What follows belongs to an exercise in optimizing a design on an open flow for small area and a short achievable clock period; a production flow would make more cautious choices. In this exercise RTL edits were held to simulation tests only and were not proved equivalent to the original. No activity file was given, so power comes from the tool's default toggle rates.

**flow/config.mk**
```make
export PLATFORM = sky130hd
export DESIGN_NAME = decode_regfile
export DESIGN_NICKNAME = decode_regfile
export VERILOG_FILES = /design/flow/design.v
export SDC_FILE = /design/flow/constraint.sdc
export NUM_CORES = 4
export LEC_CHECK = 0
export CAP_MARGIN = 20
export CORE_MARGIN = 2
export CORE_UTILIZATION = 30
export SETUP_SLACK_MARGIN = 0.1
export SLEW_MARGIN = 20
```
**flow/constraint.sdc**
```tcl
create_clock -name core_clock -period 4.5 [get_ports {clk_i}]
set_input_delay 0.9000 -clock core_clock [delete_from_list [all_inputs] [get_ports {clk_i}]]
set_output_delay 0.9000 -clock core_clock [all_outputs]
set_load 0.01 [all_outputs]
```
**flow/design.v**
```verilog
module decode_regfile #(
   parameter bit          BYPASS   = 1'b0,
   parameter logic [63:0] RSP_INIT = 64'h0000_0000_0000_0400
) (
   input  logic        clk_i,
   input  logic        rst_n_i,
   input  logic [3:0]  icode_i,
   input  logic [3:0]  rA_i,
   input  logic [3:0]  rB_i,
   input  logic        cnd_i,
   input  logic [63:0] valE_i,
   input  logic [63:0] valM_i,
   input  logic        wb_en_i,
   output logic [3:0]  srcA_o,
   output logic [3:0]  srcB_o,
   output logic [3:0]  dstE_o,
   output logic [3:0]  dstM_o,
   output logic [63:0] valA_o,
   output logic [63:0] valB_o
);
   localparam logic [3:0] I_CMOVQ  = 4'h2;
   localparam logic [3:0] I_IRMOVQ = 4'h3;
   localparam logic [3:0] I_RMMOVQ = 4'h4;
   localparam logic [3:0] I_MRMOVQ = 4'h5;
   localparam logic [3:0] I_OPQ    = 4'h6;
   localparam logic [3:0] I_CALL   = 4'h8;
   localparam logic [3:0] I_RET    = 4'h9;
   localparam logic [3:0] I_PUSHQ  = 4'hA;
   localparam logic [3:0] I_POPQ   = 4'hB;
   localparam logic [3:0] RSP      = 4'h4;
   localparam logic [3:0] RNONE    = 4'hF;
   logic [3:0]  srca, srcb, dste, dstm;
   logic [14:0][63:0] rf_q;
   logic [14:0][63:0] rf_d;
   logic        fwd_en;
   always_comb begin
      srca = RNONE;
      srcb = RNONE;
      dste = RNONE;
      dstm = RNONE;
      unique case (icode_i)
         I_CMOVQ: begin
            srca = rA_i;
            dste = cnd_i ? rB_i : RNONE;
         end
         I_IRMOVQ: dste = rB_i;
         I_RMMOVQ: begin
            srca = rA_i;
            srcb = rB_i;
         end
         I_MRMOVQ: begin
            srcb = rB_i;
            dstm = rA_i;
         end
         I_OPQ: begin
            srca = rA_i;
            srcb = rB_i;
            dste = rB_i;
         end
         I_CALL: begin
            srcb = RSP;
            dste = RSP;
         end
         I_RET: begin
            srca = RSP;
            srcb = RSP;
            dste = RSP;
         end
         I_PUSHQ: begin
            srca = rA_i;
            srcb = RSP;
            dste = RSP;
         end
         I_POPQ: begin
            srca = RSP;
            srcb = RSP;
            dste = RSP;
            dstm = rA_i;
         end
         default: ;
      endcase
   end
   assign srcA_o = srca;
   assign srcB_o = srcb;
   assign dstE_o = dste;
   assign dstM_o = dstm;
   always_comb begin
      for (int i = 0; i < 15; i++) begin
         rf_d[i] = rf_q[i];
         if (wb_en_i && dste == 4'(i)) rf_d[i] = valE_i;
         if (wb_en_i && dstm == 4'(i)) rf_d[i] = valM_i;
      end
   end
   always_ff @(posedge clk_i or negedge rst_n_i) begin
      if (!rst_n_i) begin
         for (int i = 0; i < 15; i++)
            rf_q[i] <= (i == 4) ? RSP_INIT : 64'h0;
      end else begin
         for (int i = 0; i < 15; i++)
            rf_q[i] <= rf_d[i];
      end
   end
   assign fwd_en = BYPASS && wb_en_i && rst_n_i;
   always_comb begin
      valA_o = '0;
      valB_o = '0;
      if (srca != RNONE) begin
         valA_o = rf_q[srca];
         if (fwd_en && srca == dstm)      valA_o = valM_i;
         else if (fwd_en && srca == dste) valA_o = valE_i;
      end
      if (srcb != RNONE) begin
         valB_o = rf_q[srcb];
         if (fwd_en && srcb == dstm)      valB_o = valM_i;
         else if (fwd_en && srcb == dste) valB_o = valE_i;
      end
   end
endmodule
```
**flow/run.sh**
```bash
#!/bin/bash
# synth_recipe.tcl (not shown) runs the flow's synth.tcl, then flattens the netlist and writes it again
# the make line also repeats each setting of config.mk as NAME=value (left out here)
make -C /OpenROAD-flow-scripts/flow DESIGN_CONFIG=/design/flow/config.mk WORK_HOME=/design/flow/orfs CLKGATE_MAP_FILE= SYNTH_SCRIPT=/design/flow/synth_recipe.tcl finish
```
==> run notes <==
path summary, 6_finish.rpt:
check                      depth (start not counted)  startpoint          to
max reg2reg                                        2   rf_q[266]   rf_q[266]
min                                                1     rst_n_i   rf_q[437]
min reg2reg                                        2   rf_q[906]   rf_q[906]
max in group asynchronous                          2     rst_n_i   rf_q[912]
min in group core_clock                            2   rf_q[906]   rf_q[906]
max                                               14  icode_i[1]  valA_o[40]
kinds of logic (layout without fill, tap and decap cells):
logic type             Yosys count  count (layout)  synth area share [%]
AND/OR/NAND/NOR               1999            1999                 13.86
AO/OA/AOI/OAI                 1831            1831                 19.04
multiplexers                  1311            1311                 21.56
flip-flops                     960             960                 39.47
buffers and inverters          770            1077                 6.068
other                            0              17                     0
report_power, final:
part | internal [mW] | leakage, nW | switching [mW]
Sequential | 10.6 | 12.4 | 1.75
Combinational | 3.09 | 19.1 | 3.59
Clock | 5.33 | 1.80 | 3.99
cell usage in the layout, fill, tap and decap left out, drive strengths merged, types with 37 or more instances in the layout:
cell type and count:
dlygate4sd2 92, o22a 61, nand2 1160, a211oi 67, a221oi 311, a31oi 96, mux2i 1309, a311oi 63
o21ai 523, buf 584, nand3 70, dfrtp 959, and4 60, clkbuf 174, nor4 37, a21oi 584
clkdlybuf4s50 156, a211o 64, and3 39, nor2 568
cell type report:
| class | count | area share, % |
|---|---|---|
| antenna | 17 | 0.05642 |
| clock buffer | 163 | 4.271 |
| clock inverter | 34 | 0.5642 |
| inverter | 11 | 0.1062 |
| multi-input combinational | 5141 | 44.90 |
| sequential | 960 | 31.86 |
| tap | 2672 | 4.434 |
| timing repair buffer | 869 | 13.80 |
repair_timing:
action | 4_1_cts | 5_1_grt
gates resized for setup | 284 | 49
setup endpoints to repair | 128 | 56
gates cloned | 16 | 2
pin swaps | 68 | 19
buffers inserted | 62 | 11
hold buffers | 0 | 0
per-layer routing:
layer | vias up | part of all wire (%)
met4 | 34 | 6.9
met1 | 28920 | 38
met2 | 3941 | 45
met5 | - | 0.074
met3 | 1075 | 9.7
li1 | 25290 | -
stage by stage:
step	TNS [ns]	area [um2]
detailed placement	-67.80	69970
CTS	0	75110
global route	0	75380
floorplan	0	60860
finish	0	75400
global placement	-64.64	69970
worst max-delay path: stages:
cell,delay (ns)
buf_4,0.15
buf_4,0.14
nor2b_1,0.12
buf_4,0.14
o21ai_4,0.14
buf_12,0.15
buf_4,0.13
buf_6,0.14
buf_16,0.20
mux2i_1,0.23
mux2i_1,0.09
o22a_1,0.20
a211o_1,0.40
dlygate4sd2_1,0.32
==> flow_summary.ini <==
[yosys]
yosysMostFrequentCell = mux2i_1
synth_fp_nets = 7015
ys_ff_latch = 960
synth_area_mm2 = 0.06086
synth_cell_types = 75
synth_edf_count = 0
syn_avg_cell_area_um2 = 8.858
ys.flop_type = dfrtp_1
yosys.area.top_type = dfrtp_1
seq_area_frac_synth_pct = 39.47
netlist_instances = 6871
synth_top_area_share_pct = 39.43
synthTopCellsByCount = 1309 x mux2i_1, 1160 x nand2_1, 959 x dfrtp_1
synthArstFlopShare_pct = 100.0
synth.area.top_cells = dfrtp_1 39%, mux2i_1 22%, nand2_1 7.2%, a21oi_1 4.8%, a221oi_1 4.5%
synth_warnings = 1

[hold_path]
hp-class = primary input to async pin

[finish]
final_core_util_pct = 37.34
layout.area.seq_mm2 = 0.02402
layoutNonFillerInstCount = 9867
drive_gt1_share_pct = 12.80
multi_input_area_mm2 = 0.03386
largest_reg_flops = 960
largest-register = rf_q
areaGrowthSynthToFinish_pct = 23.88
final_nets = 7236
top_regs = rf_q x960
fillers = 20020

[clocking]
path_clk_slew_ns = 0.06
cts_sinks = 960
root_buffer = clkbuf_16
cts_buffers = 109
cts_tree = yes
htree_num_levels = 3
clock_path_buffers = 3
insertion_delay_ns = 0.78

[floorplan]
die_h_um = 454.4
io_pins = 288
die_area_mm2 = 0.2065
rows = 165
core_region_area_mm2 = 0.2019
die_x_um = 454.4
start_util_pct = 30.15

[pwr]
p_leak_nw = 33.32
totalPowerFinal_mw = 28.31
peakVddDrop_v = 0.0003134
powerDensity_mw_per_mm2 = 375.5

[timing]
finalMaxSlewViolations = 0
layout_min_cycle_time_ns = 4.412
grt_setup_unrepaired = true
fin_crit_sh_pct = 98.05
timing.hold.ws_ns = 0.09636
final-hold-violation-count = 0
worst_slew_pin_slew_ns = 1.077
fin_skew_ns = 0
setup-violations-final = 0
fin_ws_ns = 0.08788
fmax_mhz = 226.6
maxSlewHeadroom_pct = 28.18

[route]
wl_per_cell_um = 28.91
num_vias = 59270
first_iter_violations = 7946
wl_um = 285200
first_pass_iters = 9
drc = 0
via_per_inst = 6.006
ant_nets = 0

[global_routing]
grt-busiest-layer = met2
grt_use_met2_pct = 42.35
grt.overflow.total = 0
antenna_found_initial = 45
track_usage_pct = 26.71
use_met3_pct = 6.178
grt_start_max_net_pins = 129
grtUsageMet1_pct = 32.79
grt_pass1_wl_um = 409900
grt_pass1_vias = 57490

[placed_design]
post-place-ws_ns = -0.7194
port_buffers = 287
placed_cells = 9562
place_hpwl_um = 170900
place.gp.congestion = 0.9175

[setup_path]
crit_fanout = 25
crit_arrival_ns = 3.51
end_kind = output port
cp_data_required_time_ns = 3.60
rrSetupSlack_ns = 3.65
startpoint_type = primary input
critPathKind = primary input to output port

[outcome]
run_status = no timing/DRC/antenna violations

[job]
drv_cap = 0

what the ideal ports hide:
The results above use ideal ports. As a check the final layout listed here was re-extracted and re-timed, cells and wires unchanged. Step 1 sets driving cells, clkbuf_16 on the clock port and buf_2 on the other inputs (assumed; they add their load-dependent delay and slew). Step 2 moves the port delays by t, midway between the first and last clock arrival at a register: inputs arrive t later, outputs are due t later. That takes back most of the time a late clock gives input paths. a / b / c = ideal ports / drivers / drivers and shift; a / b = the first two.
t (ns): 0.852
slack for setup (ns): 0.088 / 0.052 / 0.052
worst hold slack (ns): 0.096 / 0.061 / 0.509
slew at the worst register clock pin (ns): 0.07 / 0.07
After both steps setup and hold are still met in this run. The setup slack of this run moves by -0.036 ns with the drivers and by -0.036 ns with both steps.
